Background: an optimization exercise with open tools, aiming at small area and a short achievable clock period. Do not read the settings as production practice. At most, simulation tests tie the RTL to the original design; equivalence was not proved. The RTL of runs 6 and 7 was laid out without a check of its function. Power figures rest on the tool's default switching activity, not on a simulated workload.

$ cat constraint.sdc
create_clock -name core_clock -period 5.5 [get_ports {clk}]
set_input_delay 1.1000 -clock core_clock [delete_from_list [all_inputs] [get_ports {clk}]]
set_output_delay 1.1000 -clock core_clock [all_outputs]
set_load 0.01 [all_outputs]
$ cat design.v
package fpalu_pkg;
	typedef logic [5:0] exp_t;	 
	typedef logic [21:0] man_t;	 
	typedef logic [4:0] hexp_t;	 
	typedef logic [22:0] sum_t;
	typedef logic [4:0] shamt_t;
	typedef enum logic {
		OP_ADD = 1'b0,	 
		OP_MUL = 1'b1	 
	} fpalu_op_t;
	localparam int AL_EXP_BIAS = 31;	 
	localparam int ML_EXP_BIAS = 15;	 
	localparam int ML_MAN_BITS = 11;	 
	localparam int PP_BITS = 12;	 
endpackage
module exp_lt (
	input  logic [5:0] a,
	input  logic [5:0] b,
	output logic       lt	 
);
	logic [5:0] g, e;
	logic       lt1, lt0, eq1, eq0;
	always_comb begin
		g = ~a & b;	 
		e = ~(a ^ b);
		lt1 = g[5] | (e[5] & g[4]) | (e[5] & e[4] & g[3]);
		eq1 = e[5] & e[4] & e[3];
		lt0 = g[2] | (e[2] & g[1]) | (e[2] & e[1] & g[0]);
		lt = lt1 | (eq1 & lt0);
	end
endmodule
module operand_align (
	input  logic [21:0] man,
	input  logic [5:0]  d,
	output logic [21:0] sh
);
	always_comb begin
		sh = man;
		if (d[0]) sh = sh >> 1;
		if (d[1]) sh = sh >> 2;
		if (d[2]) sh = sh >> 4;
		if (d[3]) sh = sh >> 8;
		if (d[4]) sh = sh >> 16;
		if (d[5]) sh = '0;
	end
endmodule
module booth_enc (
	input  logic [10:0] y,
	output logic [5:0]  one,	 
	output logic [5:0]  two,	 
	output logic [5:0]  neg	 
);
	logic [12:0] yz;	 
	always_comb begin
		yz = {1'b0, y, 1'b0};
		for (int k = 0; k < 6; k++) begin
			logic [2:0] g;
			g = yz[2*k +: 3];
			one[k] = g[0] ^ g[1];
			two[k] = (g == 3'b011) || (g == 3'b100);
			neg[k] = g[2] & ~(g[1] & g[0]);	 
		end
	end
endmodule
module booth_mul (
	input  logic [10:0] m,	 
	input  logic [5:0]  one,
	input  logic [5:0]  two,
	input  logic [5:0]  neg,
	output logic [22:0] row_s,
	output logic [22:0] row_c
);
	logic [5:0][11:0] e;	 
	always_comb
		for (int k = 0; k < 6; k++)
			e[k] = (({12{one[k]}} & {1'b0, m}) | ({12{two[k]}} & {m, 1'b0})) ^ {12{neg[k]}};
	logic s1, c2, s3, c4, s5, c6, s7, c8, s9, c10, s11, c12, s13, c14, s15, c16, s17, c18, s19, c20, s21, c22, s23, c24, s25, c26, s27, c28, s29, c30, s31, c32, s33, c34, s35, c36, s37, c38, s39, c40, s41, c42, s43, c44, s45, c46, s47, c48, s49, c50, s51, c52, s53, c54, s55, c56, s57, c58, s59, c60, s61, c62, s63, c64, s65, c66, s67, c68, s69, c70, s71, c72, s73, c74, s75, c76, s77, c78, s79, c80, s81, c82, s83, c84, s85, c86, s87, c88, s89, c90, s91, c92, s93, c94, s95, c96, s97, c98, s99, c100, s101, c102, s103, c104, s105, c106, s107, c108, s109, c110, s111, c112;
	assign s1 = neg[3] ^ e[0][6];
	assign c2 = neg[3] & e[0][6];
	assign s3 = e[0][7] ^ e[1][5];
	assign c4 = e[0][7] & e[1][5];
	assign s5 = neg[4] ^ e[0][8] ^ e[1][6];
	assign c6 = (neg[4] & e[0][8]) | (neg[4] & e[1][6]) | (e[0][8] & e[1][6]);
	assign s7 = e[2][4] ^ e[3][2];
	assign c8 = e[2][4] & e[3][2];
	assign s9 = e[0][9] ^ e[1][7] ^ e[2][5];
	assign c10 = (e[0][9] & e[1][7]) | (e[0][9] & e[2][5]) | (e[1][7] & e[2][5]);
	assign s11 = e[3][3] ^ e[4][1];
	assign c12 = e[3][3] & e[4][1];
	assign s13 = e[0][10] ^ e[1][8] ^ e[2][6];
	assign c14 = (e[0][10] & e[1][8]) | (e[0][10] & e[2][6]) | (e[1][8] & e[2][6]);
	assign s15 = e[3][4] ^ e[4][2] ^ e[5][0];
	assign c16 = (e[3][4] & e[4][2]) | (e[3][4] & e[5][0]) | (e[4][2] & e[5][0]);
	assign s17 = e[0][11] ^ e[1][9] ^ e[2][7];
	assign c18 = (e[0][11] & e[1][9]) | (e[0][11] & e[2][7]) | (e[1][9] & e[2][7]);
	assign s19 = e[3][5] ^ e[4][3] ^ e[5][1];
	assign c20 = (e[3][5] & e[4][3]) | (e[3][5] & e[5][1]) | (e[4][3] & e[5][1]);
	assign s21 = neg[0] ^ e[1][10] ^ e[2][8];
	assign c22 = (neg[0] & e[1][10]) | (neg[0] & e[2][8]) | (e[1][10] & e[2][8]);
	assign s23 = e[3][6] ^ e[4][4] ^ e[5][2];
	assign c24 = (e[3][6] & e[4][4]) | (e[3][6] & e[5][2]) | (e[4][4] & e[5][2]);
	assign s25 = neg[0] ^ e[1][11] ^ e[2][9];
	assign c26 = (neg[0] & e[1][11]) | (neg[0] & e[2][9]) | (e[1][11] & e[2][9]);
	assign s27 = e[3][7] ^ e[4][5] ^ e[5][3];
	assign c28 = (e[3][7] & e[4][5]) | (e[3][7] & e[5][3]) | (e[4][5] & e[5][3]);
	assign s29 = ~neg[0] ^ ~neg[1] ^ e[2][10];
	assign c30 = (~neg[0] & ~neg[1]) | (~neg[0] & e[2][10]) | (~neg[1] & e[2][10]);
	assign s31 = e[3][8] ^ e[4][6] ^ e[5][4];
	assign c32 = (e[3][8] & e[4][6]) | (e[3][8] & e[5][4]) | (e[4][6] & e[5][4]);
	assign s33 = 1'b1 ^ e[2][11] ^ e[3][9];
	assign c34 = (1'b1 & e[2][11]) | (1'b1 & e[3][9]) | (e[2][11] & e[3][9]);
	assign s35 = e[4][7] ^ e[5][5];
	assign c36 = e[4][7] & e[5][5];
	assign s37 = ~neg[2] ^ e[3][10] ^ e[4][8];
	assign c38 = (~neg[2] & e[3][10]) | (~neg[2] & e[4][8]) | (e[3][10] & e[4][8]);
	assign s39 = 1'b1 ^ e[3][11];
	assign c40 = 1'b1 & e[3][11];
	assign s41 = neg[2] ^ e[0][4];
	assign c42 = neg[2] & e[0][4];
	assign s43 = e[0][5] ^ e[1][3];
	assign c44 = e[0][5] & e[1][3];
	assign s45 = e[1][4] ^ e[2][2] ^ e[3][0];
	assign c46 = (e[1][4] & e[2][2]) | (e[1][4] & e[3][0]) | (e[2][2] & e[3][0]);
	assign s47 = e[2][3] ^ e[3][1] ^ c2;
	assign c48 = (e[2][3] & e[3][1]) | (e[2][3] & c2) | (e[3][1] & c2);
	assign s49 = e[4][0] ^ c4 ^ s5;
	assign c50 = (e[4][0] & c4) | (e[4][0] & s5) | (c4 & s5);
	assign s51 = c6 ^ c8 ^ s9;
	assign c52 = (c6 & c8) | (c6 & s9) | (c8 & s9);
	assign s53 = c10 ^ c12 ^ s13;
	assign c54 = (c10 & c12) | (c10 & s13) | (c12 & s13);
	assign s55 = c14 ^ c16 ^ s17;
	assign c56 = (c14 & c16) | (c14 & s17) | (c16 & s17);
	assign s57 = c18 ^ c20 ^ s21;
	assign c58 = (c18 & c20) | (c18 & s21) | (c20 & s21);
	assign s59 = c22 ^ c24 ^ s25;
	assign c60 = (c22 & c24) | (c22 & s25) | (c24 & s25);
	assign s61 = c26 ^ c28 ^ s29;
	assign c62 = (c26 & c28) | (c26 & s29) | (c28 & s29);
	assign s63 = c30 ^ c32 ^ s33;
	assign c64 = (c30 & c32) | (c30 & s33) | (c32 & s33);
	assign s65 = e[5][6] ^ c34 ^ c36;
	assign c66 = (e[5][6] & c34) | (e[5][6] & c36) | (c34 & c36);
	assign s67 = e[4][9] ^ e[5][7] ^ c38;
	assign c68 = (e[4][9] & e[5][7]) | (e[4][9] & c38) | (e[5][7] & c38);
	assign s69 = ~neg[3] ^ e[4][10] ^ e[5][8];
	assign c70 = (~neg[3] & e[4][10]) | (~neg[3] & e[5][8]) | (e[4][10] & e[5][8]);
	assign s71 = 1'b1 ^ e[4][11];
	assign c72 = 1'b1 & e[4][11];
	assign s73 = neg[1] ^ e[0][2];
	assign c74 = neg[1] & e[0][2];
	assign s75 = e[0][3] ^ e[1][1];
	assign c76 = e[0][3] & e[1][1];
	assign s77 = e[1][2] ^ e[2][0] ^ s41;
	assign c78 = (e[1][2] & e[2][0]) | (e[1][2] & s41) | (e[2][0] & s41);
	assign s79 = e[2][1] ^ c42 ^ s43;
	assign c80 = (e[2][1] & c42) | (e[2][1] & s43) | (c42 & s43);
	assign s81 = c44 ^ s45 ^ s1;
	assign c82 = (c44 & s45) | (c44 & s1) | (s45 & s1);
	assign s83 = c46 ^ s3 ^ s47;
	assign c84 = (c46 & s3) | (c46 & s47) | (s3 & s47);
	assign s85 = s7 ^ c48 ^ s49;
	assign c86 = (s7 & c48) | (s7 & s49) | (c48 & s49);
	assign s87 = s11 ^ c50 ^ s51;
	assign c88 = (s11 & c50) | (s11 & s51) | (c50 & s51);
	assign s89 = s15 ^ c52 ^ s53;
	assign c90 = (s15 & c52) | (s15 & s53) | (c52 & s53);
	assign s91 = s19 ^ c54 ^ s55;
	assign c92 = (s19 & c54) | (s19 & s55) | (c54 & s55);
	assign s93 = s23 ^ c56 ^ s57;
	assign c94 = (s23 & c56) | (s23 & s57) | (c56 & s57);
	assign s95 = s27 ^ c58 ^ s59;
	assign c96 = (s27 & c58) | (s27 & s59) | (c58 & s59);
	assign s97 = s31 ^ c60 ^ s61;
	assign c98 = (s31 & c60) | (s31 & s61) | (c60 & s61);
	assign s99 = s35 ^ c62 ^ s63;
	assign c100 = (s35 & c62) | (s35 & s63) | (c62 & s63);
	assign s101 = s37 ^ c64 ^ s65;
	assign c102 = (s37 & c64) | (s37 & s65) | (c64 & s65);
	assign s103 = s39 ^ c66 ^ s67;
	assign c104 = (s39 & c66) | (s39 & s67) | (c66 & s67);
	assign s105 = s69 ^ c40 ^ c68;
	assign c106 = (s69 & c40) | (s69 & c68) | (c40 & c68);
	assign s107 = e[5][9] ^ c70 ^ s71;
	assign c108 = (e[5][9] & c70) | (e[5][9] & s71) | (c70 & s71);
	assign s109 = ~neg[4] ^ e[5][10] ^ c72;
	assign c110 = (~neg[4] & e[5][10]) | (~neg[4] & c72) | (e[5][10] & c72);
	assign s111 = 1'b1 ^ e[5][11];
	assign c112 = 1'b1 & e[5][11];
	assign row_s = {c112, c110, c108, c106, c104, c102, c100, c98, c96, c94, c92, c90, c88, c86, c84, c82, c80, c78, c76, c74, s73, e[0][1], neg[0]};
	assign row_c = {1'b1, s111, s109, s107, s105, s103, s101, s99, s97, s95, s93, s91, s89, s87, s85, s83, s81, s79, s77, s75, e[1][0], 1'b0, e[0][0]};
endmodule
module lzc23 (
	input  logic [22:0] w,
	output logic [4:0]  n
);
	always_comb begin
		n = 5'd23;
		for (int k = 0; k < 23; k++)
			if (w[k])
				n = 5'(22 - k);
	end
endmodule
module sum_normalize (
	input  logic [22:0] w,
	input  logic [4:0]  z,
	output logic [21:0] man
);
	logic [22:0] sh;
	always_comb begin
		sh = w;
		if (z[4]) sh = sh << 16;
		if (z[3]) sh = sh << 8;
		if (z[2]) sh = sh << 4;
		if (z[1]) sh = sh << 2;
		if (z[0]) sh = sh << 1;
		man = sh[22:1];
	end
endmodule
module fpalu_top (
	input  logic                 clk,
	input  logic                 rst,
	input  logic                 in_valid,
	input  fpalu_pkg::fpalu_op_t op,
	input  logic                 a_sgn,
	input  fpalu_pkg::exp_t      a_exp,
	input  fpalu_pkg::man_t      a_man,
	input  logic                 b_sgn,
	input  fpalu_pkg::exp_t      b_exp,
	input  fpalu_pkg::man_t      b_man,
	output logic                 out_valid,
	output logic                 y_sgn,
	output fpalu_pkg::exp_t      y_exp,
	output fpalu_pkg::man_t      y_man
);
	logic        a_lt_b, lt, mul;
	logic [5:0]  dab, dba;
	logic        nz_a, nz_b;
	logic [10:0] sb;
	logic [5:0]  one, two, neg;
	exp_lt u_lt (
		.a (a_exp),
		.b (b_exp),
		.lt(a_lt_b)
	);
	always_comb begin
		mul = (op == fpalu_pkg::OP_MUL);
		lt = a_lt_b & ~mul;
		dab = a_exp - b_exp;
		dba = b_exp - a_exp;
		nz_a = (a_exp[4:0] != '0);
		nz_b = (b_exp[4:0] != '0);
		sb = {nz_b, b_man[9:0]};
	end
	booth_enc u_enc (
		.y  (sb),
		.one(one),
		.two(two),
		.neg(neg)
	);
	logic        v1, mul1, sl1, sr1;
	logic [5:0]  el1, d1;
	logic [21:0] ml1, mr1;
	always_ff @(posedge clk) begin
		v1 <= in_valid & ~rst;
		mul1 <= mul;
		sl1 <= lt ? b_sgn : a_sgn;
		sr1 <= lt ? a_sgn : b_sgn;
		d1 <= a_lt_b ? dba : dab;
		el1 <= lt ? b_exp : a_exp;
		if (mul) begin
			ml1 <= {6'({1'b0, a_exp[4:0]} + {1'b0, b_exp[4:0]} + 6'd3), 4'b0, nz_b, nz_a, a_man[9:0]};
			mr1 <= {4'b0, neg, two, one};
		end else begin
			ml1 <= lt ? b_man : a_man;
			mr1 <= lt ? a_man : b_man;
		end
	end
	logic [21:0] rsh;
	logic        lz, sub;
	logic [22:0] prod_s, prod_c;
	logic        pz, nz_r;
	logic [5:0]  pexp;
	operand_align u_align (
		.man(mr1),
		.d  (d1),
		.sh (rsh)
	);
	booth_mul u_mul (
		.m    (ml1[10:0]),
		.one  (mr1[5:0]),
		.two  (mr1[11:6]),
		.neg  (mr1[17:12]),
		.row_s(prod_s),
		.row_c(prod_c)
	);
	always_comb begin
		lz = (ml1 == '0);	 
		sub = sl1 ^ sr1;
		nz_r = ml1[11];
		pz = (ml1[10:0] == '0) || (mr1[11:0] == '0);	 
		pexp = ml1[21:16] + (pz ? 6'd0 : 6'(!ml1[10]) + 6'(!nz_r));
	end
	logic        v2, sg2, byp2, ci2;
	logic [5:0]  e2;
	logic [22:0] x2, y2;
	always_ff @(posedge clk) begin
		v2 <= v1 & ~rst;
		if (mul1) begin
			x2 <= prod_s;
			y2 <= prod_c;
			ci2 <= 1'b0;
			e2 <= pexp;
			sg2 <= sub;
			byp2 <= 1'b0;
		end else begin
			x2 <= {1'b0, ml1 | (mr1 & {22{lz}})};
			y2 <= lz ? '0 : {1'b0, rsh};
			ci2 <= sub & ~lz;	 
			e2 <= lz ? el1 - d1 + 6'd1 : el1 + 6'd1;	 
			sg2 <= lz ? sr1 : sl1;
			byp2 <= lz;
		end
	end
	logic [23:0] sum;
	always_comb sum = {x2, ci2} + {y2 ^ {23{ci2}}, ci2};	 
	logic        v3, sg3, byp3;
	logic [5:0]  e3;
	logic [22:0] w3;
	always_ff @(posedge clk) begin
		v3 <= v2 & ~rst;
		w3 <= sum[23:1];
		e3 <= e2;
		sg3 <= sg2;
		byp3 <= byp2;
	end
	logic [4:0]  n, z;
	logic [21:0] nman;
	lzc23 u_lzc (
		.w(w3),
		.n(n)
	);
	always_comb z = byp3 ? 5'd1 : n;	 
	sum_normalize u_norm (
		.w  (w3),
		.z  (z),
		.man(nman)
	);
	always_ff @(posedge clk) begin
		out_valid <= v3 & ~rst;
		y_sgn <= sg3;
		y_exp <= e3 - 6'(z);
		y_man <= nman;
	end
endmodule
$ cat flow/run.sh
#!/bin/bash
# Standard layout, with the port buffers made from plain buffers instead of
# the delay cells buffer_ports picks by default.
set -euo pipefail
cd "$(dirname "$0")/.."
bash standard.sh synth > synth.log 2>&1
bash standard.sh "BUFFER_PORTS_ARGS=-buffer_cell sky130_fd_sc_hd__buf_1" finish > layout.log 2>&1
$ cat standard.sh
#!/bin/bash
# synth_recipe.tcl (not shown) runs the flow's synth.tcl, then flattens the netlist and writes it again
# the make line also repeats each setting of config.mk as NAME=value (left out here)
make -C /OpenROAD-flow-scripts/flow DESIGN_CONFIG=/design/flow/config.mk WORK_HOME=/design/flow/orfs CLKGATE_MAP_FILE= SYNTH_SCRIPT=/design/flow/synth_recipe.tcl "${@:-finish}"
$ cat config.mk
export PLATFORM = sky130hd
export DESIGN_NAME = fpalu_top
export DESIGN_NICKNAME = fpalu_top
export VERILOG_FILES = /design/flow/design.v
export SDC_FILE = /design/flow/constraint.sdc
export NUM_CORES = 4
export LEC_CHECK = 0
export CAP_MARGIN = 20
export CORE_MARGIN = 2
export CORE_UTILIZATION = 40
export PLACE_DENSITY = 0.65
export SETUP_SLACK_MARGIN = 2.7
export SLEW_MARGIN = 20
==> results of run 1 <==
per-layer routing:
| layer | wire length (um) | vias to the layer above |
|---|---|---|
| met3 | 1933 | 64 |
| met5 | 0 | - |
| li1 | - | 4994 |
| met4 | 922 | 0 |
| met1 | 14690 | 4951 |
| met2 | 15460 | 378 |
cells in the final DEF, fill, tap and decap left out, types with 5 or more instances in the layout:
cell type	instances
nand4_1	5
inv_1	71
mux2i_1	84
buf_1	83
a21oi_1	87
dfxtp_1	141
o22ai_1	13
a22o_1	17
a31oi_1	9
xnor2_1	94
nor2_1	64
ha_1	76
o21ai_0	95
nand3_1	17
dfxtp_2	8
a221o_1	6
o21bai_1	7
clkbuf_16	17
buf_4	33
nand2_1	121
nor4_1	9
xor2_1	44
o211ai_1	8
nor3_1	14
mux2_2	17
mux4_2	11
a21o_1	15
a211oi_1	12
nand2b_1	5
a22oi_1	60
fa_1	46
dfxtp_4	29
o21a_1	7
and2_1	5
nor2b_1	17
registers in the layout (all words and copies together), names as in the netlist, 6 cells and up:
signal / flops
e2: 6
y_man: 22
y2: 23
e3: 6
x2: 23
d1: 6
y_exp: 6
ml1: 22
el1: 6
mr1: 22
w3: 23
cell type report:
type                            instances  area (um2)
Clock buffer                           19       442.9
Clock inverter                         13       148.9
Fill cell                            2959       16340
Inverter                               80       321.6
Multi-Input combinational cell       1039        8347
Sequential cell                       178        3682
Tap cell                              396       495.5
Timing Repair Buffer                  130       724.4
Timing Repair inverter                  1       5.005
path summary, 6_finish.rpt:
| kind | from | end | slack [ps] | depth (start not counted) |
|---|---|---|---|---|
| worst max-delay path | mr1[7] | y2[8] | 2750 | 7 |
| worst min-delay path | sg3 | y_sgn | 330 | 0 |
| worst max register to register | mr1[7] | y2[8] | 2750 | 7 |
| worst min register to register | sg3 | y_sgn | 330 | 0 |
worst max-delay path, cell delays in order, from the launching register on:
cell     delay (ps)
dfxtp_4         410
buf_12          150
a22oi_1         190
xnor2_1         170
fa_1            470
fa_1            530
fa_1            450
a22o_1          250
metrics by stage:
stage	cell area (um2)	hold WS [ps]	worst slack, ps	total power, mW	util
global placement	13000	313.8	1784	6.041	0.4261
CTS	13870	330.2	2693	7.395	0.4546
global route	14170	337.6	2663	8.031	0.4644
finish	14170	327.8	2752	7.469	0.4644
floorplan	12470	309.6	2487	5.002	-
detailed placement	13000	314.7	1721	6.097	0.4261
cells by family (layout without fill, tap and decap cells):
logic type | Yosys count | in the layout
AOI/OAI and AO/OA | 373 | 373
and+or+nand+nor | 284 | 284
DFF | 178 | 178
buffers and inverters | 167 | 243
xor gates and xnor gates | 138 | 138
adders and majority gates | 128 | 128
muxes | 116 | 116
timing repair:
| action | in CTS | in global routing |
|---|---|---|
| resized for setup | 88 | 42 |
| hold endpoints to repair | 0 | 0 |
| gates cloned | 1 | 0 |
| buffers inserted | 8 | 21 |
| pin swaps | 6 | 9 |
| endpoints found under the setup margin | 105 | 51 |
power by group:
part | switching [mW] | internal, mW
clock network | 0.535 | 0.689
registers | 0.444 | 1.74
logic | 2.20 | 1.86
==> reports/metrics.yaml, run 1 <==
status: "no timing/DRC/antenna violations"
root_buffer: "clkbuf_16"
use_met2: 0.3231
clock_latency_ps: 430
maxSlewHeadroom: 0.3701
grt_util_all_layers: 0.2001
clock_skew_ps: 13.43
initial_core_util: 0.4059
synth_nets: 1574
fin_crit_sh: 0.4996
synthFlopType: "dfxtp_1"
synth_mux_area_frac: 0.1069
num_io_pins: 92
syn_inst: 1384
grt_pass1_vias: 9964
synth_top_family_by_area: "compound AO/OA/AOI/OAI gates"
synthAdderAreaFrac: 0.1584
cts_tree: "done"
timing.fmax_mhz: 364.0
synth_seq_area_share: 0.2878
grt_pass1_wl_um: 53040
synth_edf_count: 0
post_drt_wl_per_cell_um: 17.79
syn_area_um2: 12380
synth_xor_area_frac: 0.09761
ys_ff_latch: 178
synth-compound-area-share: 0.1931
synth_top_cell_area_share: 0.2878
first_pass_iters: 5
grt_max_degree: 66
critPathMaxFanout: 11
setup_total_negative_slack_ps: 0
syn2layout_area_growth_pct: 14.41
htreeDepth: 4
core_area_um2: 30510
drv_slew: 0
final_hold_viol_count: 0
clockBufferDepth: 2
antenna_left: 0
antenna_cells: 0
antenna_found_initial: 0
max_cap_viol_count: 0
avgSynthCellArea_um2: 8.947
ctsHoldBuffers: 0
drive_above_1_share: 0.1322
synthArstFlopShare: 0
dp_cells: 1794
leakage_nw: 5.976
yosysTopAreaCell: "dfxtp_1"
synth-simple-area-share: 0.1038
vias: 10390
max_slew.worst_pin.slew_ps: 937.1
drt_iter0_markers: 927
layout.nets: 1637
setup_viol: 0
ys_types: 67
routed_wirelength_um: 33010
min-delay-path-class: "reg -> reg"
fin_cells: 1856
die_area_um2: 32380
cts_buffers: 17
power_density_nw_per_um2: 527.2
std_cell_rows: 64
rsz0062_at_grt: "yes"
viasPerCell: 5.596
crit_type: "reg -> reg"
layout_min_cycle_time_ps: 2748
hpwl_um: 24060
yosysWarnings: 7
peakVddDrop_v: 0.0002716
cts.clk_slew.worst_paths_ps: 70
grt_util_met3: 0.02998
grt_use_met1: 0.2711
cts_sinks: 178
io_buffer_count: 91
place.gp.congestion: 0.9771
drc: 0
fp.dieW_um: 180.0
busiest_layer: "met2"
die_h_um: 180.0
critPathRequiredTime_ps: 5820
cp.arrival_ps: 3060
synth_common_cells: "dfxtp_1, nand2_1, o21ai_0"
ys_top_cells_by_area: "dfxtp_1, ha_1, fa_1, mux2i_1, xnor2_1"
synth_most_common_cell: "dfxtp_1"
grt-ovfl-total: 0
endpoint_kind: "flip-flop"
start_kind: "flip-flop"
==> run 2: changes to the inputs <==
--- a/config.mk
+++ b/config.mk
@@ -5,9 +5,10 @@
 export SDC_FILE = /design/flow/constraint.sdc
 export NUM_CORES = 4
 export LEC_CHECK = 0
+export ABC_AREA = 1
 export CAP_MARGIN = 20
 export CORE_MARGIN = 2
 export CORE_UTILIZATION = 40
-export PLACE_DENSITY = 0.65
+export PLACE_DENSITY = 0.7
 export SETUP_SLACK_MARGIN = 2.7
 export SLEW_MARGIN = 20
==> run 2 against run 1 <==
Net effect: sequential power fell by 7%; synthesized cell count rose by 16%; register-to-register slack got worse by 260 ps; global-route usage rose by 2.5 points; sequential share of layout area fell by 1.1 points; critical path type unchanged; critical endpoint is now x2[16].
==> reports/metrics.yaml, run 2 <==
status: "no timing/DRC/antenna violations"
yosysTopAreaCell: "dfxtp_1"
antenna_found_initial: 1
place.gp.congestion: 0.9412
grt_pass1_wl_um: 56530
ys_ff_latch: 178
viasPerCell: 5.482
cp.depth: 9
peakVddDrop_v: 0.0003034
grt_util_all_layers: 0.2247
die_h_um: 179.2
synth_edf_count: 0
max_cap_viol_count: 0
syn_area_um2: 12270
drive_above_1_share: 0.1568
min_path_cells: 0
root_buffer: "clkbuf_16"
min-delay-path-class: "reg -> reg"
start_kind: "flip-flop"
clock_skew_ps: 31.42
fp.dieW_um: 179.2
routed_wirelength_um: 37020
rsz0062_at_grt: "yes"
cts_tree: "done"
setup_total_negative_slack_ps: 0
synth_common_cells: "nand2_1, dfxtp_1, inv_1"
leakage_nw: 6.642
htreeDepth: 4
post_drt_wl_per_cell_um: 17.32
cp_num_buf_inv: 2
cts.clk_slew.worst_paths_ps: 70
ys_types: 54
largestRegisters: "w3 x23, x2 x23, y2 x23"
cts_sinks: 178
worstPathCellList: "clkinvlp_4, buf_4, o22ai_1, xor2_1, fa_2, fa_1, fa_1, nand2_1, o211ai_1"
min-delay-start: "byp2"
vias: 11720
slowest_delay_ps: 510
cp_top_family: "adder cells"
yosysWarnings: 7
synth_nets: 1798
ys_top_cells_by_area: "dfxtp_1, nand2_1, xor2_1, ha_1, fa_1"
critPathRequiredTime_ps: 5770
synth_most_common_cell: "nand2_1"
final_cell_mix: "nand2_1, dfxtp_1, inv_1"
grt_max_degree: 59
hpwl_um: 25610
cp.arrival_ps: 3270
synthArstFlopShare: 0
final_hold_viol_count: 0
layout_commonest_cell: "nand2_1"
fin_crit_sh: 0.5462
antenna_cells: 0
cts_buffers: 17
clock_latency_ps: 460
first_pass_iters: 5
layout.nets: 1919
avgSynthCellArea_um2: 7.633
setup_viol: 0
cp_common_cell: "fa_1"
timing.fmax_mhz: 332.9
core_area_um2: 30430
syn_inst: 1608
drt_iter0_markers: 1157
layout_min_cycle_time_ps: 3004
syn2layout_area_growth_pct: 18.83
synthFlopType: "dfxtp_1"
drc: 0
antenna_left: 0
final_util: 0.4793
critical_path.slowest_cell: "fa_1"
die_area_um2: 32100
initial_core_util: 0.4034
fillers: 2909
power_density_nw_per_um2: 513.4
grt_pass1_vias: 10960
drv_slew: 0
clockBufferDepth: 2
critPathMaxFanout: 7
r2r-start: "ml1[6]"
crit_type: "reg -> reg"
rr_worst_depth: 9
io_buffer_count: 91
synth_top_cell_area_share: 0.2903
maxSlewHeadroom: 0.3950
crit_start: "ml1[6]"
endpoint_kind: "flip-flop"
synth_seq_area_share: 0.2903
max_slew.worst_pin.slew_ps: 906.5
grt-ovfl-total: 0
num_io_pins: 92
std_cell_rows: 64
==> run 2: cell types whose count changed in the layout (fill, tap and decap cells not counted), sizes merged, moves of 23 or more <==
cell / change
nand3: +28
mux2i: -70
a22oi: -62
o221ai: +23
o21ai: +50
o22ai: +58
inv: +82
xnor2: -85
buf: +45
nand2: +239
clkinvlp: +30
xor2: +80
a21oi: -33
==> run 2: area by class of cell <==
class / instances / area (um2) / area share
multi-input combinational: 1164 / 7936 / 0.5441
sequential: 178 / 3625 / 0.2485
timing repair buffer: 176 / 1109 / 0.07601
inverter: 184 / 797.0 / 0.05465
tap: 396 / 495.5 / 0.03397
clock buffer: 17 / 425.4 / 0.02917
clock inverter: 14 / 147.6 / 0.01012
timing repair inverter: 8 / 50.05 / 0.003431
==> run 2: per-layer routing <==
layer,vias up,global-route usage,share of wire
met5,-,0,0
met4,0,0.09946,0.044
met3,145,0.04050,0.075
met2,583,0.3721,0.47
met1,5410,0.2852,0.41
li1,5578,-,-
==> run 2: final timing paths <==
| kind | slack, ps | end |
|---|---|---|
| worst max-delay path | 2500 | x2[16] |
| worst min-delay path | 320 | byp3 |
| worst max register to register | 2500 | x2[16] |
| worst min register to register | 320 | byp3 |
==> run 2: cell families (layout without fill, tap and decap cells) <==
family / Yosys count / in the layout / share of synthesized area
multiplexers: 15 / 15 / 0.01223
flip-flops: 178 / 178 / 0.2903
AND/OR/NAND/NOR: 525 / 527 / 0.1780
XOR/XNOR: 133 / 133 / 0.09490
AO/OA/AOI/OAI: 361 / 361 / 0.1798
adder cells (fa/ha/maj): 128 / 128 / 0.1598
buffers and inverters: 268 / 399 / 0.08491
==> run 2: repair_timing <==
| action | CTS | global route |
|---|---|---|
| gates cloned | 6 | 4 |
| pin swaps | 25 | 17 |
| endpoints found under the setup margin | 63 | 81 |
| hold buffers | 0 | 0 |
| gates resized for setup | 97 | 51 |
| buffers inserted | 57 | 21 |
==> run 2: report_power, final <==
| group | total, mW | switching (mW) | internal [mW] |
|---|---|---|---|
| clock network | 1.21 | 0.571 | 0.640 |
| logic | 4.25 | 2.56 | 1.69 |
| registers | 2.03 | 0.289 | 1.74 |
==> run 2: metrics by stage <==
| step | area (um2) | instances | power [mW] | hold slack [ps] | setup slack [ps] |
|---|---|---|---|---|---|
| final | 14590 | 2137 | 7.489 | 322.8 | 2496 |
| after global routing | 14590 | 2137 | 8.099 | 320.9 | 2480 |
| after CTS | 14190 | 2112 | 7.336 | 321.6 | 2639 |
| after detailed placement | 12810 | 2018 | 5.932 | 312.1 | 1958 |
| after global placement | 12810 | 2018 | 5.847 | 312.9 | 2047 |
| after floorplan | 12280 | 1608 | 4.921 | 309.6 | 2698 |
==> run 3: changes to the inputs <==
--- a/config.mk
+++ b/config.mk
@@ -5,7 +5,6 @@
 export SDC_FILE = /design/flow/constraint.sdc
 export NUM_CORES = 4
 export LEC_CHECK = 0
-export ABC_AREA = 1
 export CAP_MARGIN = 20
 export CORE_MARGIN = 2
 export CORE_UTILIZATION = 40
==> run 3 against run 2 <==
Net effect: final cell count shrank 14%; worst setup slack gained 280 ps; area after synthesis grew 0.89%; clock power is essentially flat; fmax grew 10%; clock skew shrank 20 ps; still clean on timing, DRC and antenna; combinational power shrank 8.7%; non-clock buffer count shrank 63; largest cell class unchanged; utilization shrank 1.8 points; first-iteration DRC count shrank 22%.
==> reports/metrics.yaml, run 3 <==
antenna_left: 0
antenna_cells: 0
cp.arrival_ps: 3090
synth_seq_area_share: 0.2878
grt_util_all_layers: 0.2000
place.gp.congestion: 0.9298
start_kind: "input port"
min-delay-start: "e2[3]"
yosysWarnings: 7
maxSlewHeadroom: 0.3341
rsz0062_at_grt: "yes"
num_io_pins: 92
max_cap_viol_count: 0
cts.clk_slew.worst_paths_ps: 70
power_density_nw_per_um2: 523.2
first_pass_iters: 6
synthArstFlopShare: 0
grt-ovfl-total: 0
r2r-start: "mr1[2]"
layout.nets: 1620
grt_max_degree: 80
final_hold_viol_count: 0
critPathMaxFanout: 5
synth_most_common_cell: "dfxtp_1"
layout_min_cycle_time_ps: 2720
grt_pass1_vias: 10070
setup_total_negative_slack_ps: 0
core_area_um2: 30510
cts_sinks: 178
ys_types: 67
synth_top_cell_area_share: 0.2878
final_util: 0.4612
critPathRequiredTime_ps: 5870
yosysTopAreaCell: "dfxtp_1"
largestRegisters: "w3 x23, x2 x23, y2 x23"
vias: 10490
min-delay-path-class: "reg -> reg"
post_drt_wl_per_cell_um: 18.17
cts_buffers: 17
io_buffer_count: 91
synth_nets: 1574
crit_type: "in -> reg"
fin_crit_sh: 0.4946
std_cell_rows: 64
cts_tree: "done"
synth_edf_count: 0
crit_start: "a_exp[1]"
routed_wirelength_um: 33410
final_cell_mix: "dfxtp_1, nand2_1, o21ai_0, xnor2_1, a21oi_1"
root_buffer: "clkbuf_16"
clock_skew_ps: 11.36
setup_viol: 0
layout_commonest_cell: "dfxtp_1"
grt_pass1_wl_um: 53100
max_slew.worst_pin.slew_ps: 998.9
htreeDepth: 4
viasPerCell: 5.704
fp.dieW_um: 180.0
peakVddDrop_v: 0.0002797
timing.fmax_mhz: 367.6
die_h_um: 180.0
drc: 0
initial_core_util: 0.4059
drv_slew: 0
ys_top_cells_by_area: "dfxtp_1, ha_1, fa_1, mux2i_1, xnor2_1"
drive_above_1_share: 0.1282
synth_common_cells: "dfxtp_1, nand2_1, o21ai_0"
syn2layout_area_growth_pct: 13.62
avgSynthCellArea_um2: 8.947
hpwl_um: 24610
clockBufferDepth: 2
die_area_um2: 32380
status: "no timing/DRC/antenna violations"
antenna_found_initial: 0
worst_hold_slack_ps: 327.6
synthFlopType: "dfxtp_1"
syn_inst: 1384
syn_area_um2: 12380
endpoint_kind: "flip-flop"
clock_latency_ps: 440
drt_iter0_markers: 899
ys_ff_latch: 178
leakage_nw: 5.891
==> run 3: repair_timing <==
item	CTS	global route
hold buffers	0	0
buffers inserted	3	12
gates cloned	1	0
resized for setup	79	63
pin swaps	4	8
endpoints found under the setup margin	114	50
==> run 3: metrics by stage <==
step	area (um2)	instances	worst slack (ps)	power [mW]
CTS	13800	1827	2703	7.282
detailed placement	12980	1791	1675	5.963
global placement	12980	1791	1850	5.910
global route	14070	1839	2677	7.926
finish	14070	1839	2780	7.361
floorplan	12470	1384	2487	5.002
==> run 3: worst paths after layout <==
path	endpoint	slack (ps)	depth (start not counted)
worst max-delay path	d1[5]	2780	12
worst min-delay path	e3[3]	330	0
worst max register to register	y2[11]	2790	7
worst min register to register	e3[3]	330	0
==> run 3: cell type report <==
cell class                      instances  area, um2
Clock buffer                           20      456.7
Clock inverter                         12      147.6
Fill cell                            2870      16440
Inverter                               80      316.6
Multi-Input combinational cell       1039       8373
Sequential cell                       178       3694
Tap cell                              396      495.5
Timing Repair Buffer                  113      581.8
Timing Repair inverter                  1      5.005
==> run 3: layer usage <==
| metal | track usage | routed length [um] |
|---|---|---|
| met2 | 0.3339 | 15640 |
| met5 | 0 | 0 |
| met3 | 0.03241 | 2449 |
| met1 | 0.2624 | 14540 |
| met4 | 0.06829 | 772 |
==> run 3: critical path, cell delays in order <==
cell	delay (ps)
buf_8	100
inv_4	50
ha_4	280
nand2b_4	120
a21oi_2	60
o41ai_4	190
buf_4	200
buf_6	100
mux2_4	290
a221o_1	320
a31oi_1	170
xnor2_1	130
==> run 3: report_power, final <==
group	switching (mW)	internal (mW)	leakage [nW]	total [mW]
logic	2.08	1.79	4.10	3.88
registers	0.497	1.75	1.51	2.24
clock network	0.540	0.703	0.283	1.24
==> run 3: kinds of logic (layout without fill, tap and decap cells) <==
family	Yosys count	in the layout	share of synthesized area
compound gates	373	373	0.1931
xor+xnor	138	138	0.09761
fa+ha+maj	128	128	0.1584
buf+inv	167	226	0.05244
flops	178	178	0.2878
mux	116	116	0.1069
simple gates	284	284	0.1038
==> run 4: changes to the inputs <==
--- a/config.mk
+++ b/config.mk
@@ -9,5 +9,5 @@
 export CORE_MARGIN = 2
 export CORE_UTILIZATION = 40
 export PLACE_DENSITY = 0.7
-export SETUP_SLACK_MARGIN = 2.7
+export SETUP_SLACK_MARGIN = 2.65
 export SLEW_MARGIN = 20
==> run 4 against run 3 <==
Net effect: still clean on timing, DRC and antenna; wire length rose by 1.1%; first-iteration DRC count is 22% higher; global-route usage rose by 0.35 points; hold slack better by 1.5 ps; utilization shrank 0.24 points; combinational power is 1% higher; critical path depth shrank 6; count of clock-buffer cells in the layout is 3 lower; sequential power hardly changed; worst setup slack got worse by 84 ps; synthesized cell count stayed put; largest cell class unchanged; largest power group unchanged.
==> reports/metrics.yaml, run 4 <==
status: "no timing/DRC/antenna violations"
rsz0062_at_grt: "yes"
post_drt_wl_per_cell_um: 18.40
p_switching_mw: 3.240
place_ws_ps: 1727
holdPathEnd: "y_sgn"
min_path_cells: 0
cts_buffers: 17
min-delay-path-class: "reg -> reg"
peakVddDrop_v: 0.0002619
routed_wirelength_um: 33760
drt_iter0_markers: 1093
cp.depth: 6
cp_top_family: "adder cells"
cp.arrival_ps: 3150
maxSlewHeadroom: 0.3229
yosysTopAreaCell: "dfxtp_1"
htreeDepth: 4
switching_share: 0.4373
synth_seq_area_share: 0.2878
fp.dieW_um: 180.0
ys_top_cells_by_area: "dfxtp_1, ha_1, fa_1, mux2i_1, xnor2_1"
yosysWarnings: 7
worstPathCellList: "a22oi_1, xnor2_1, fa_1, fa_1, fa_1, a22o_1"
die_h_um: 180.0
grt_pass1_vias: 10060
cts.clk_slew.worst_paths_ps: 80
r2r-end: "y2[12]"
critical_path.slowest_cell: "dfxtp_2"
layout.nets: 1616
endpoint_kind: "flip-flop"
setup_total_negative_slack_ps: 0
place.gp.congestion: 0.9354
cts_tree: "done"
synthFlopType: "dfxtp_1"
design_area_um2: 14000
hpwl_um: 24560
r2r-start: "mr1[9]"
grt_util_all_layers: 0.2034
synth_most_common_cell: "dfxtp_1"
fin_crit_sh: 0.5098
drive_above_1_share: 0.1174
num_io_pins: 92
final_hold_viol_count: 0
synth_edf_count: 0
drc: 0
ys_types: 67
syn_area_um2: 12380
vias: 10490
max_slew.worst_pin.slew_ps: 1008
slowest_delay_ps: 600
synth_nets: 1574
crit_type: "reg -> reg"
ys_ff_latch: 178
die_area_um2: 32380
cts_sinks: 178
setup_viol: 0
power_density_nw_per_um2: 529.3
synth_top_cell_area_share: 0.2878
reg2reg_slack_ps: 2700
core_area_um2: 30510
layout_min_cycle_time_ps: 2804
synthArstFlopShare: 0
critPathRequiredTime_ps: 5840
syn2layout_area_growth_pct: 13.03
clockBufferDepth: 2
synth_common_cells: "dfxtp_1, nand2_1, o21ai_0"
antenna_found_initial: 0
fillers: 2892
antenna_left: 0
final_util: 0.4588
place_area_um2: 12990
max_cap_viol_count: 0
critPathMaxFanout: 17
min-delay-start: "sg3"
grt-ovfl-total: 0
clock_skew_ps: 13.89
cp_num_buf_inv: 0
timing.fmax_mhz: 356.6
first_pass_iters: 7
rr_worst_depth: 6
syn_inst: 1384
final_cell_mix: "dfxtp_1, nand2_1, xnor2_1"
clock_latency_ps: 450
combPwrFrac: 0.530
std_cell_rows: 64
grt_pass1_wl_um: 53770
grt_max_degree: 59
p_int_mw: 4.170
pwr-share-clk: 0.170
leakage_nw: 5.896
largestRegisters: "w3 x23, x2 x23, y2 x23"
layout_commonest_cell: "dfxtp_1"
cp_common_cell: "fa_1"
ctsHoldBuffers: 0
drv_slew: 0
seqPwrFrac: 0.300
p_total_mw: 7.409
io_buffer_count: 91
fin_ws_ps: 2696
start_kind: "flip-flop"
viasPerCell: 5.717
antenna_cells: 0
initial_core_util: 0.4059
root_buffer: "clkbuf_16"
avgSynthCellArea_um2: 8.947
-- run 4: cell counts after synthesis --
No cell type changed its count.
-- run 4: layer usage --
metal  vias to the layer above  global-route usage  wire (um)
met1                      4980              0.2711      14630
met5                         -                   0          0
li1                       4953                   -          -
met3                        72             0.03788       2362
met4                         0             0.06439        964
met2                       485              0.3335      15800
-- run 4: how the worst max path moves through the flow --
stage                  start  endpoint
finish                mr1[9]    y2[12]
global placement    a_exp[1]     d1[5]
CTS                      ci2    w3[20]
global route             ci2    w3[20]
floorplan           b_exp[1]     d1[5]
detailed placement  a_exp[1]     d1[3]
-- run 4: area by class of cell --
cell class	instances	area (um2)	area share
tap	396	495.5	0.03540
timing repair inverter	1	5.005	0.0003576
inverter	80	311.5	0.02226
timing repair buffer	109	569.3	0.04067
sequential	178	3665	0.2618
clock buffer	17	425.4	0.03039
clock inverter	15	197.7	0.01412
multi-input combinational	1039	8328	0.5950
-- run 4: power by group through the flow --
stage / logic, mW / registers, mW / clock network (mW)
after CTS: 3.85 / 2.21 / 1.28
after detailed placement: 3.77 / 2.22 / 0
after global routing: 4.34 / 2.27 / 1.34
final: 3.93 / 2.22 / 1.26
after global placement: 3.69 / 2.22 / 0
after floorplan: 2.98 / 2.01 / 0
-- run 4: cells by family after synthesis --
logic type / count (synthesis) / share of synthesized area
AOI/OAI and AO/OA: 373 / 0.1931
and+or+nand+nor: 284 / 0.1038
DFF: 178 / 0.2878
buffers and inverters: 167 / 0.05244
xor gates and xnor gates: 138 / 0.09761
adders and majority gates: 128 / 0.1584
muxes: 116 / 0.1069
-- run 4: metrics by stage --
stage	cells	hold WS [ps]
floorplan	1384	309.6
global placement	1792	312.9
detailed placement	1792	312.1
CTS	1830	325.8
global route	1835	332.0
finish	1835	329.1
-- run 4: timing repair --
item,in CTS,in global routing
setup buffers,4,5
cloned,2,0
endpoints found under the setup margin,106,39
gates resized for setup,61,52
pin swaps,1,4
endpoints found under the hold margin,0,0
==> run 5: changes to the inputs <==
--- a/config.mk
+++ b/config.mk
@@ -9,5 +9,5 @@
 export CORE_MARGIN = 2
 export CORE_UTILIZATION = 40
 export PLACE_DENSITY = 0.7
-export SETUP_SLACK_MARGIN = 2.65
+export SETUP_SLACK_MARGIN = 2.75
 export SLEW_MARGIN = 20
==> run 5 against run 4 <==
Net effect: sequential share of layout area down 0.53 points; clock skew shrank 2.4 ps; first-iteration DRC count rose by 2.6%; synthesized cell count is the same.
==> reports/metrics.yaml, run 5 <==
synth-compound-area-share: 0.1931
grt-ovfl-total: 0
die_h_um: 180.0
die_area_um2: 32380
clockBufferDepth: 2
antenna_left: 0
cp_top_family: "adder cells"
crit_start: "ml1[7]"
cp.arrival_ps: 3040
crit_type: "reg -> reg"
hpwl_um: 24150
grt_pass1_vias: 10180
ys_top_cells_by_area: "dfxtp_1, ha_1, fa_1, mux2i_1, xnor2_1"
ys_ff_latch: 178
synthFlopType: "dfxtp_1"
yosysWarnings: 7
combPwrFrac: 0.546
synthArstFlopShare: 0
place.gp.congestion: 0.9350
fp.dieW_um: 180.0
cts_sinks: 178
cts_tree: "done"
cts_buffers: 17
grt_max_degree: 80
routed_wirelength_um: 34130
r2r-start: "ml1[7]"
synth_seq_area_share: 0.2878
synth_top_cell_area_share: 0.2878
clock_latency_ps: 430
peakVddDrop_v: 0.0002692
rsz0062_at_grt: "yes"
post_drt_wl_per_cell_um: 18.23
htreeDepth: 4
cp_common_cell: "fa_1"
max_cap_viol_count: 0
slowest_delay_ps: 560
fin_crit_sh: 0.4954
largestRegisters: "w3 x23, x2 x23, y2 x23"
synth_common_cells: "dfxtp_1, nand2_1, o21ai_0"
place_ws_ps: 1702
antenna_cells: 0
core_area_um2: 30510
seqPwrFrac: 0.299
synth_top_family_by_area: "compound AO/OA/AOI/OAI gates"
vias: 10630
drc: 0
synth_most_common_cell: "dfxtp_1"
syn2layout_area_growth_pct: 16.42
drive_above_1_share: 0.1572
status: "no timing/DRC/antenna violations"
setup_viol: 0
syn_inst: 1384
clock_skew_ps: 11.53
grt_pass1_wl_um: 53450
max_slew.worst_pin.slew_ps: 998.8
num_io_pins: 92
final_hold_viol_count: 0
ys_types: 67
ctsHoldBuffers: 0
endpoint_kind: "flip-flop"
critical_path.slowest_cell: "fa_1"
cts.clk_slew.worst_paths_ps: 70
layout_commonest_cell: "dfxtp_1"
critPathRequiredTime_ps: 5820
p_int_mw: 4.234
critPathMaxFanout: 9
synth_nets: 1574
maxSlewHeadroom: 0.3341
worstPathCellList: "a22oi_2, xnor2_1, fa_1, inv_1, fa_1, fa_1, a22o_1"
leakage_nw: 6.086
min-delay-start: "e2[5]"
syn_area_um2: 12380
timing.fmax_mhz: 367.0
cp_num_buf_inv: 1
p_switching_mw: 3.220
min-delay-path-class: "reg -> reg"
viasPerCell: 5.680
start_kind: "flip-flop"
switching_share: 0.4319
first_pass_iters: 8
pwr-share-clk: 0.156
fin_ws_ps: 2775
synth_xor_area_frac: 0.09761
root_buffer: "clkbuf_16"
final_cell_mix: "dfxtp_1, nand2_1, xnor2_1"
yosysTopAreaCell: "dfxtp_1"
setup_total_negative_slack_ps: 0
antenna_found_initial: 0
synth_edf_count: 0
grt_util_all_layers: 0.2017
layout.nets: 1653
drt_iter0_markers: 1121
std_cell_rows: 64
fillers: 2853
io_buffer_count: 91
synth_mux_area_frac: 0.1069
drv_slew: 0
power_density_nw_per_um2: 517.1
initial_core_util: 0.4059
synth-simple-area-share: 0.1038
layout_min_cycle_time_ps: 2725
avgSynthCellArea_um2: 8.947
synthAdderAreaFrac: 0.1584
-- run 5: cell counts after synthesis --
Identical to the previous run, type by type.
-- run 5: layout make-up --
class,instances,area (um2),share of cell area
Inverter,80,319.1,0.02213
Timing Repair inverter,1,5.005,0.0003472
Timing Repair Buffer,146,890.9,0.06179
Sequential cell,178,3699,0.2566
Tap cell,396,495.5,0.03437
Clock inverter,13,121.4,0.008419
Multi-Input combinational cell,1039,8443,0.5857
Clock buffer,19,442.9,0.03072
-- run 5: final timing paths --
| kind | cells past startpoint | end | slack [ps] |
|---|---|---|---|
| worst min register to register | 0 | e3[5] | 320 |
| worst min-delay path | 0 | e3[5] | 320 |
| worst max register to register | 7 | y2[12] | 2780 |
| worst max-delay path | 7 | y2[12] | 2780 |
-- run 5: power groups by stage --
stage	Combinational (mW)	Sequential [mW]	Clock, mW
after detailed placement	3.79	2.24	0
final	4.07	2.23	1.16
after floorplan	2.99	2.01	0
after global routing	4.51	2.27	1.24
after global placement	3.71	2.23	0
after CTS	3.89	2.21	1.18
-- run 5: through the flow --
step / utilization / hold WS (ps) / total power, mW / cells / instance area (um2)
after global routing: 0.4725 / 320.8 / 8.014 / 1872 / 14420
after floorplan: - / 309.6 / 5.003 / 1384 / 12480
final: 0.4725 / 322.8 / 7.454 / 1872 / 14420
after detailed placement: 0.4254 / 312.1 / 6.024 / 1791 / 12980
after global placement: 0.4254 / 312.9 / 5.939 / 1791 / 12980
after CTS: 0.4546 / 321.8 / 7.281 / 1832 / 13870
-- run 5: cells by family after synthesis --
family	after synthesis
adder cells (fa/ha/maj)	128
multiplexers	116
XOR/XNOR	138
buffers and inverters	167
AO/OA/AOI/OAI	373
flip-flops	178
AND/OR/NAND/NOR	284
-- run 5: timing repair --
item / CTS / global route
cloned: 1 / 1
endpoints found under the setup margin: 121 / 38
buffers inserted: 8 / 39
gates resized for setup: 107 / 57
pin swaps: 5 / 16
-- run 5: metal layers --
metal / vias to the layer above / part of all wire / global-route usage / routed length (um)
li1: 5045 / - / - / -
met1: 4980 / 0.42 / 0.2648 / 14510
met2: 501 / 0.47 / 0.3292 / 16020
met3: 105 / 0.071 / 0.03809 / 2414
met4: 2 / 0.034 / 0.07480 / 1160
met5: - / 0.0010 / 0.008889 / 34
==> run 6: changes to the inputs <==
--- a/design.v
+++ b/design.v
@@ -233,48 +233,50 @@
 	output fpalu_pkg::exp_t      y_exp,
 	output fpalu_pkg::man_t      y_man
 );
-	logic        a_lt_b, lt, mul;
+	logic        a_lt_b, mul;
 	logic [5:0]  dab, dba;
 	logic        nz_a, nz_b;
 	logic [10:0] sb;
 	logic [5:0]  one, two, neg;
+	logic [21:0] mlf, mrf;	 
+	logic [21:0] ml_a, ml_b, mr_a, mr_b;	 
 	exp_lt u_lt (
 		.a (a_exp),
 		.b (b_exp),
 		.lt(a_lt_b)
 	);
+	booth_enc u_enc (
+		.y  (sb),
+		.one(one),
+		.two(two),
+		.neg(neg)
+	);
 	always_comb begin
 		mul = (op == fpalu_pkg::OP_MUL);
-		lt = a_lt_b & ~mul;
 		dab = a_exp - b_exp;
 		dba = b_exp - a_exp;
 		nz_a = (a_exp[4:0] != '0);
 		nz_b = (b_exp[4:0] != '0);
 		sb = {nz_b, b_man[9:0]};
+		mlf = {6'({1'b0, a_exp[4:0]} + {1'b0, b_exp[4:0]} + 6'd3), 4'b0, nz_b, nz_a, a_man[9:0]};
+		mrf = {4'b0, neg, two, one};
+		ml_a = mul ? mlf : a_man;
+		ml_b = mul ? mlf : b_man;
+		mr_a = mul ? mrf : a_man;
+		mr_b = mul ? mrf : b_man;
 	end
-	booth_enc u_enc (
-		.y  (sb),
-		.one(one),
-		.two(two),
-		.neg(neg)
-	);
 	logic        v1, mul1, sl1, sr1;
 	logic [5:0]  el1, d1;
 	logic [21:0] ml1, mr1;
 	always_ff @(posedge clk) begin
 		v1 <= in_valid & ~rst;
 		mul1 <= mul;
-		sl1 <= lt ? b_sgn : a_sgn;
-		sr1 <= lt ? a_sgn : b_sgn;
+		sl1 <= a_lt_b ? b_sgn : a_sgn;
+		sr1 <= a_lt_b ? a_sgn : b_sgn;
 		d1 <= a_lt_b ? dba : dab;
-		el1 <= lt ? b_exp : a_exp;
-		if (mul) begin
-			ml1 <= {6'({1'b0, a_exp[4:0]} + {1'b0, b_exp[4:0]} + 6'd3), 4'b0, nz_b, nz_a, a_man[9:0]};
-			mr1 <= {4'b0, neg, two, one};
-		end else begin
-			ml1 <= lt ? b_man : a_man;
-			mr1 <= lt ? a_man : b_man;
-		end
+		el1 <= a_lt_b ? b_exp : a_exp;
+		ml1 <= a_lt_b ? ml_b : ml_a;
+		mr1 <= a_lt_b ? mr_a : mr_b;
 	end
 	logic [21:0] rsh;
 	logic        lz, sub;
--- a/config.mk
+++ b/config.mk
@@ -9,5 +9,5 @@
 export CORE_MARGIN = 2
 export CORE_UTILIZATION = 40
 export PLACE_DENSITY = 0.7
-export SETUP_SLACK_MARGIN = 2.75
+export SETUP_SLACK_MARGIN = 2.7
 export SLEW_MARGIN = 20
==> run 6 against run 5 <==
Net effect: die area rose by 1.2%; first-iteration DRC count fell by 8.7%; critical path type unchanged; area after synthesis rose by 1.2%; clock power rose by 7%; largest power group unchanged; hold slack improved by 1.8 ps; global-route usage rose by 0.17 points; fmax fell by 2.7%; worst setup slack got worse by 76 ps; sequential cell count did not move; sequential share of layout area fell by 0.24 points; still clean on timing, DRC and antenna; critical endpoint is now x2[15]; non-clock buffer count rose by 11.
==> reports/metrics.yaml, run 6 <==
htreeDepth: 4
fin_ws_ps: 2699
cts_tree: "done"
post_drt_wl_per_cell_um: 18.01
fin_crit_sh: 0.5093
cts.clk_slew.worst_paths_ps: 70
num_io_pins: 92
final_cell_mix: "dfxtp_1, nand2_1, a21oi_1"
grt_max_degree: 69
synthArstFlopShare: 0
die_area_um2: 32770
min-delay-path-class: "reg -> reg"
place_ws_ps: 1547
fillers: 2910
setup_total_negative_slack_ps: 0
rsz0062_at_grt: "yes"
cp.arrival_ps: 3020
synth_edf_count: 0
root_buffer: "clkbuf_16"
multi_input_area_um2: 8446
fp.dieW_um: 181.0
critPathRequiredTime_ps: 5720
max_cap_viol_count: 0
avgSynthCellArea_um2: 8.834
syn2layout_area_growth_pct: 15.60
drt_iter0_markers: 1023
yosysWarnings: 7
grt_util_all_layers: 0.2034
drc: 0
power_density_nw_per_um2: 534.5
cts_sinks: 178
clockBufferDepth: 2
clock_skew_ps: 10.75
drv_slew: 0
setup_viol: 0
routed_wirelength_um: 34370
timing.fmax_mhz: 357.0
drive_above_1_share: 0.1574
ys_top_cells_by_area: "dfxtp_1, ha_1, fa_1, xnor2_1, mux2i_1"
ys_types: 73
grt_pass1_vias: 10070
grt_pass1_wl_um: 53660
core_area_um2: 30750
max_slew.worst_pin.slew_ps: 1053
synth_top_cell_area_share: 0.2843
layout.nets: 1689
layout_commonest_cell: "dfxtp_1"
synth_nets: 1609
place.gp.congestion: 0.9201
die_h_um: 181.0
final_hold_viol_count: 0
hpwl_um: 24340
crit_type: "reg -> reg"
io_buffer_count: 91
status: "no timing/DRC/antenna violations"
std_cell_rows: 64
first_pass_iters: 7
antenna_left: 0
largestRegisters: "w3 x23, x2 x23, y2 x23"
cts_buffers: 17
syn_inst: 1419
leakage_nw: 5.923
antenna_found_initial: 1
vias: 10790
synthFlopType: "dfxtp_1"
maxSlewHeadroom: 0.2981
critPathMaxFanout: 15
peakVddDrop_v: 0.0002919
layout_min_cycle_time_ps: 2801
syn_area_um2: 12540
start_kind: "flip-flop"
clock_latency_ps: 430
ys_ff_latch: 178
yosysTopAreaCell: "dfxtp_1"
regArea_um2: 3684
synth_seq_area_share: 0.2843
synth_common_cells: "dfxtp_1, nand2_1, a21oi_1"
synth_most_common_cell: "dfxtp_1"
endpoint_kind: "flip-flop"
grt-ovfl-total: 0
initial_core_util: 0.4077
viasPerCell: 5.651
[run 6: cell types whose count changed after synthesis, moves of 7 or more]
cell / delta
a22o_1: -9
xor2_1: -7
o21ai_0: -7
xnor2_1: +9
mux2i_1: -22
buf_1: +7
nor2_1: +13
a31oi_1: -7
a21oi_1: +21
[run 6: final cells by class]
cell class | count | share of cell area
multi-input combinational | 1061 | 0.5828
sequential | 178 | 0.2542
timing repair buffer | 157 | 0.06217
tap | 396 | 0.03419
clock buffer | 18 | 0.03031
inverter | 84 | 0.02400
clock inverter | 14 | 0.01217
antenna | 1 | 0.0001727
[run 6: through the flow]
| step | instances | hold slack, ps | area [um2] | util | total power [mW] |
|---|---|---|---|---|---|
| after floorplan | 1419 | 309.6 | 12640 | - | 5.103 |
| after global placement | 1818 | 313.3 | 13120 | 0.4268 | 6.040 |
| after detailed placement | 1818 | 312.8 | 13130 | 0.4270 | 6.114 |
| after CTS | 1869 | 327.7 | 14040 | 0.4567 | 7.476 |
| after global routing | 1908 | 336.4 | 14490 | 0.4712 | 8.317 |
| final | 1909 | 324.6 | 14490 | 0.4713 | 7.746 |
[run 6: kinds of logic (layout without fill, tap and decap cells)]
group,count (synthesis),in the layout,synth area share
AO/OA/AOI/OAI,384,384,0.1982
other,0,1,0
AND/OR/NAND/NOR,310,310,0.1129
flip-flops,178,178,0.2843
buffers and inverters,180,273,0.05779
adder cells (fa/ha/maj),128,128,0.1565
XOR/XNOR,140,140,0.09781
multiplexers,99,99,0.09252
[run 6: what timing repair did]
action / 4_1_cts / 5_1_grt
buffers inserted: 18 / 38
pin swaps: 3 / 7
setup endpoints to repair: 98 / 45
resized for setup: 68 / 46
hold buffers: 0 / 0
hold endpoints to repair: 0 / 0
cloned: 1 / 1
[run 6: routing by layer]
| layer | vias up | GRT usage | part of all wire |
|---|---|---|---|
| met5 | - | 0 | 0 |
| met4 | 0 | 0.08715 | 0.031 |
| met3 | 93 | 0.03507 | 0.070 |
| met2 | 458 | 0.3246 | 0.46 |
| met1 | 5096 | 0.2718 | 0.44 |
| li1 | 5141 | - | - |
[run 6: power by group]
group	internal (mW)	switching (mW)
Combinational	1.97	2.33
Sequential	1.75	0.469
Clock	0.670	0.567
[run 6: worst max-delay path, cell delays in order (launching register included)]
cell and delay (ps):
dfxtp_4 510, a22oi_1 140, xnor2_1 200, fa_1 470
fa_1 520, fa_1 430, nand2_1 90, o21ai_0 230
[run 6: path summary, 6_finish.rpt]
path,slack (ps),end,from,depth (start not counted)
worst max-delay path,2700,x2[15],ml1[10],7
worst min-delay path,320,sg3,sg2,0
worst max register to register,2700,x2[15],ml1[10],7
worst min register to register,320,sg3,sg2,0
==> run 7: changes to the inputs <==
--- a/config.mk
+++ b/config.mk
@@ -8,6 +8,6 @@
 export CAP_MARGIN = 20
 export CORE_MARGIN = 2
 export CORE_UTILIZATION = 40
-export PLACE_DENSITY = 0.7
 export SETUP_SLACK_MARGIN = 2.7
 export SLEW_MARGIN = 20
+export TNS_END_PERCENT = 5
==> run 7 against run 6 <==
Net effect: cell area is 1.6% lower; wire length up 0.64%; clock power shrank 4%; fmax down 1.4%; via count down 1.8%; power down 1.8%; sequential power hardly changed; combinational power down 2%; worst setup slack lost 39 ps; first-iteration DRC count rose by 1.7%; utilization fell by 0.74 points; largest cell class unchanged.
==> reports/metrics.yaml, run 7 <==
start_kind: "input port"
antenna_cells: 0
place_area_um2: 13130
yosysWarnings: 7
status: "no timing/DRC/antenna violations"
cp.arrival_ps: 3150
final_cell_mix: "dfxtp_1, nand2_1, a21oi_1"
rsz0062_at_grt: "yes"
r2r-start: "mr1[12]"
grt_pass1_vias: 10020
ys_types: 73
maxSlewHeadroom: 0.3073
fin_crit_sh: 0.5164
synth_seq_area_share: 0.2843
drt_iter0_markers: 1040
synthFlopType: "dfxtp_1"
cts_sinks: 178
clockBufferDepth: 2
grt-ovfl-total: 0
place.gp.congestion: 0.9250
ys_ff_latch: 178
first_pass_iters: 6
hpwl_um: 24990
cts_buffers: 17
grt_max_degree: 59
antenna_found_initial: 1
synth_most_common_cell: "dfxtp_1"
cts_tree: "done"
fp.dieW_um: 181.0
cts.clk_slew.worst_paths_ps: 80
drive_above_1_share: 0.1373
std_cell_rows: 64
io_buffer_count: 91
yosysTopAreaCell: "dfxtp_1"
routed_wirelength_um: 34590
synth_top_cell_area_share: 0.2843
htreeDepth: 4
slowest_delay_ps: 370
layout_min_cycle_time_ps: 2840
drc: 0
drv_slew: 0
min-delay-start: "e2[3]"
min-delay-path-class: "reg -> reg"
synth_edf_count: 0
critPathRequiredTime_ps: 5810
synth_nets: 1609
r2r-end: "y2[10]"
vias: 10600
die_area_um2: 32770
num_io_pins: 92
clock_skew_ps: 10.37
final_util: 0.4639
power_density_nw_per_um2: 533.0
crit_type: "in -> reg"
avgSynthCellArea_um2: 8.834
critical_path.slowest_cell: "mux2_2"
worst_hold_slack_ps: 331.7
ys_top_cells_by_area: "dfxtp_1, ha_1, fa_1, xnor2_1, mux2i_1"
peakVddDrop_v: 0.0002782
root_buffer: "clkbuf_16"
critPathMaxFanout: 4
largestRegisters: "w3 x23, x2 x23, y2 x23"
synthArstFlopShare: 0
fillers: 3034
layout.nets: 1663
post_drt_wl_per_cell_um: 18.38
grt_util_all_layers: 0.2087
initial_core_util: 0.4077
holdPathEnd: "e3[3]"
setup_total_negative_slack_ps: 0
syn_area_um2: 12540
antenna_left: 0
worstPathCellList: "clkbuf_2, clkinvlp_4, ha_4, nor2b_4, o31ai_4, a21oi_4, buf_4, mux2_2, or3_1, o211ai_1, a311oi_1"
design_area_um2: 14260
endpoint_kind: "flip-flop"
max_slew.worst_pin.slew_ps: 1039
reg2reg_slack_ps: 2680
min_path_cells: 0
syn_inst: 1419
synth_common_cells: "dfxtp_1, nand2_1, a21oi_1"
die_h_um: 181.0
viasPerCell: 5.632
final_hold_viol_count: 0
rr_worst_depth: 8
core_area_um2: 30750
max_cap_viol_count: 0
grt_pass1_wl_um: 54610
setup_viol: 0
timing.fmax_mhz: 352.1
syn2layout_area_growth_pct: 13.79
clock_latency_ps: 440
leakage_nw: 5.789
layout_commonest_cell: "dfxtp_1"
## run 7: cell types whose count changed in the layout (fill, tap and decap cells not counted), moves of 4 or more
cell      change
dfxtp_1       +5
a22oi_2       -4
dfxtp_4       -5
buf_4        -25
clkbuf_2      +4
o21ai_1       -4
o21ai_0       +4
a22oi_1       +4
## run 7: layout make-up
type                            instances  area [um2]  share of cell area
Tap cell                              396       495.5             0.03473
Multi-Input combinational cell       1061        8443              0.5919
Clock buffer                           17       425.4             0.02982
Timing Repair Buffer                  131       733.2             0.05140
Inverter                               84       336.6             0.02359
Clock inverter                         15       166.4             0.01167
Sequential cell                       178        3665              0.2569
## run 7: logic make-up after synthesis
family	after synthesis	share of synthesized area
compound gates	384	0.1982
simple gates	310	0.1129
buf+inv	180	0.05779
flops	178	0.2843
xor+xnor	140	0.09781
fa+ha+maj	128	0.1565
mux	99	0.09252
## run 7: where the power goes
group | leakage [nW] | internal, mW | total (mW) | switching, mW
clock | 0.275 | 0.608 | 1.19 | 0.585
combinational | 4.01 | 1.90 | 4.19 | 2.29
sequential | 1.51 | 1.74 | 2.22 | 0.472
total | 5.79 | 4.25 | 7.60 | 3.35
## run 7: routing by layer
layer	part of all wire	global-route usage	routed length, um
met3	0.059	0.04072	2051
met2	0.47	0.3411	16300
met1	0.44	0.2777	15340
met4	0.026	0.06764	895
met5	0.00038	0	13
## run 7: what timing repair did
item | 4_1_cts | 5_1_grt
buffers inserted | 13 | 16
setup endpoints to repair | 99 | 53
gates resized for setup | 40 | 60
gates cloned | 1 | 1
pin swaps | 2 | 5
hold buffers | 0 | 0
## run 7: worst max path at each step
stage	from	to	slack (ps)	depth (start not counted)
after floorplan	mr1[16]	y2[17]	2610	9
after global placement	a_exp[1]	d1[5]	1610	11
after detailed placement	a_exp[1]	d1[5]	1550	11
after CTS	ml1[0]	y2[12]	2530	7
after global routing	a_exp[1]	d1[5]	2600	11
final	a_exp[1]	d1[5]	2660	11
## run 7: critical path: cells and delay by family
family	cells	cell delay, ps
AOI/OAI and AO/OA	4	480
buffers and inverters	3	430
muxes	1	370
adders and majority gates	1	270
and+or+nand+nor	2	470
## run 7: metrics by stage
stage               instances  total power, mW  worst slack, ps
finish                   1882            7.603             2660
global route             1882            8.189             2599
global placement         1819            6.134             1609
detailed placement       1819            6.192             1553
floorplan                1419            5.100             2612
CTS                      1865            7.488             2532

re-timing with driven ports:
The results above use ideal ports. As a check the final layouts listed here were re-extracted and re-timed, cells and wires unchanged. Step 1 (the two cells are an assumption about what drives the block):
set clk [get_ports {clk}]
set_driving_cell -lib_cell sky130_fd_sc_hd__clkbuf_16 $clk
set_driving_cell -lib_cell sky130_fd_sc_hd__buf_2 [delete_from_list [all_inputs] $clk]
Step 2 also shifts input and output timing later by t, the mid clock arrival at the registers, as if the neighbouring blocks saw the same clock. a / b / c = ideal ports / drivers / drivers and shift; a / b = the first two.
run	shift t [ns]	slack for setup (ns)	clock arrival spread, ns
run 1	0.480	2.752 / 2.752 / 2.363	0.014 / 0.014
run 2	0.495	2.496 / 2.496 / 2.342	0.031 / 0.031
run 3	0.482	2.780 / 2.774 / 2.292	0.012 / 0.012
run 4	0.497	2.696 / 2.696 / 2.301	0.014 / 0.014
run 5	0.478	2.775 / 2.775 / 2.370	0.013 / 0.013
run 6	0.482	2.699 / 2.699 / 2.251	0.014 / 0.014
run 7	0.487	2.660 / 2.680 / 2.195	0.011 / 0.010
After both steps setup and hold are still met in every run listed. The setup slack of run 3, which loses most, moves by -0.006 ns with the drivers and by -0.488 ns with both steps.
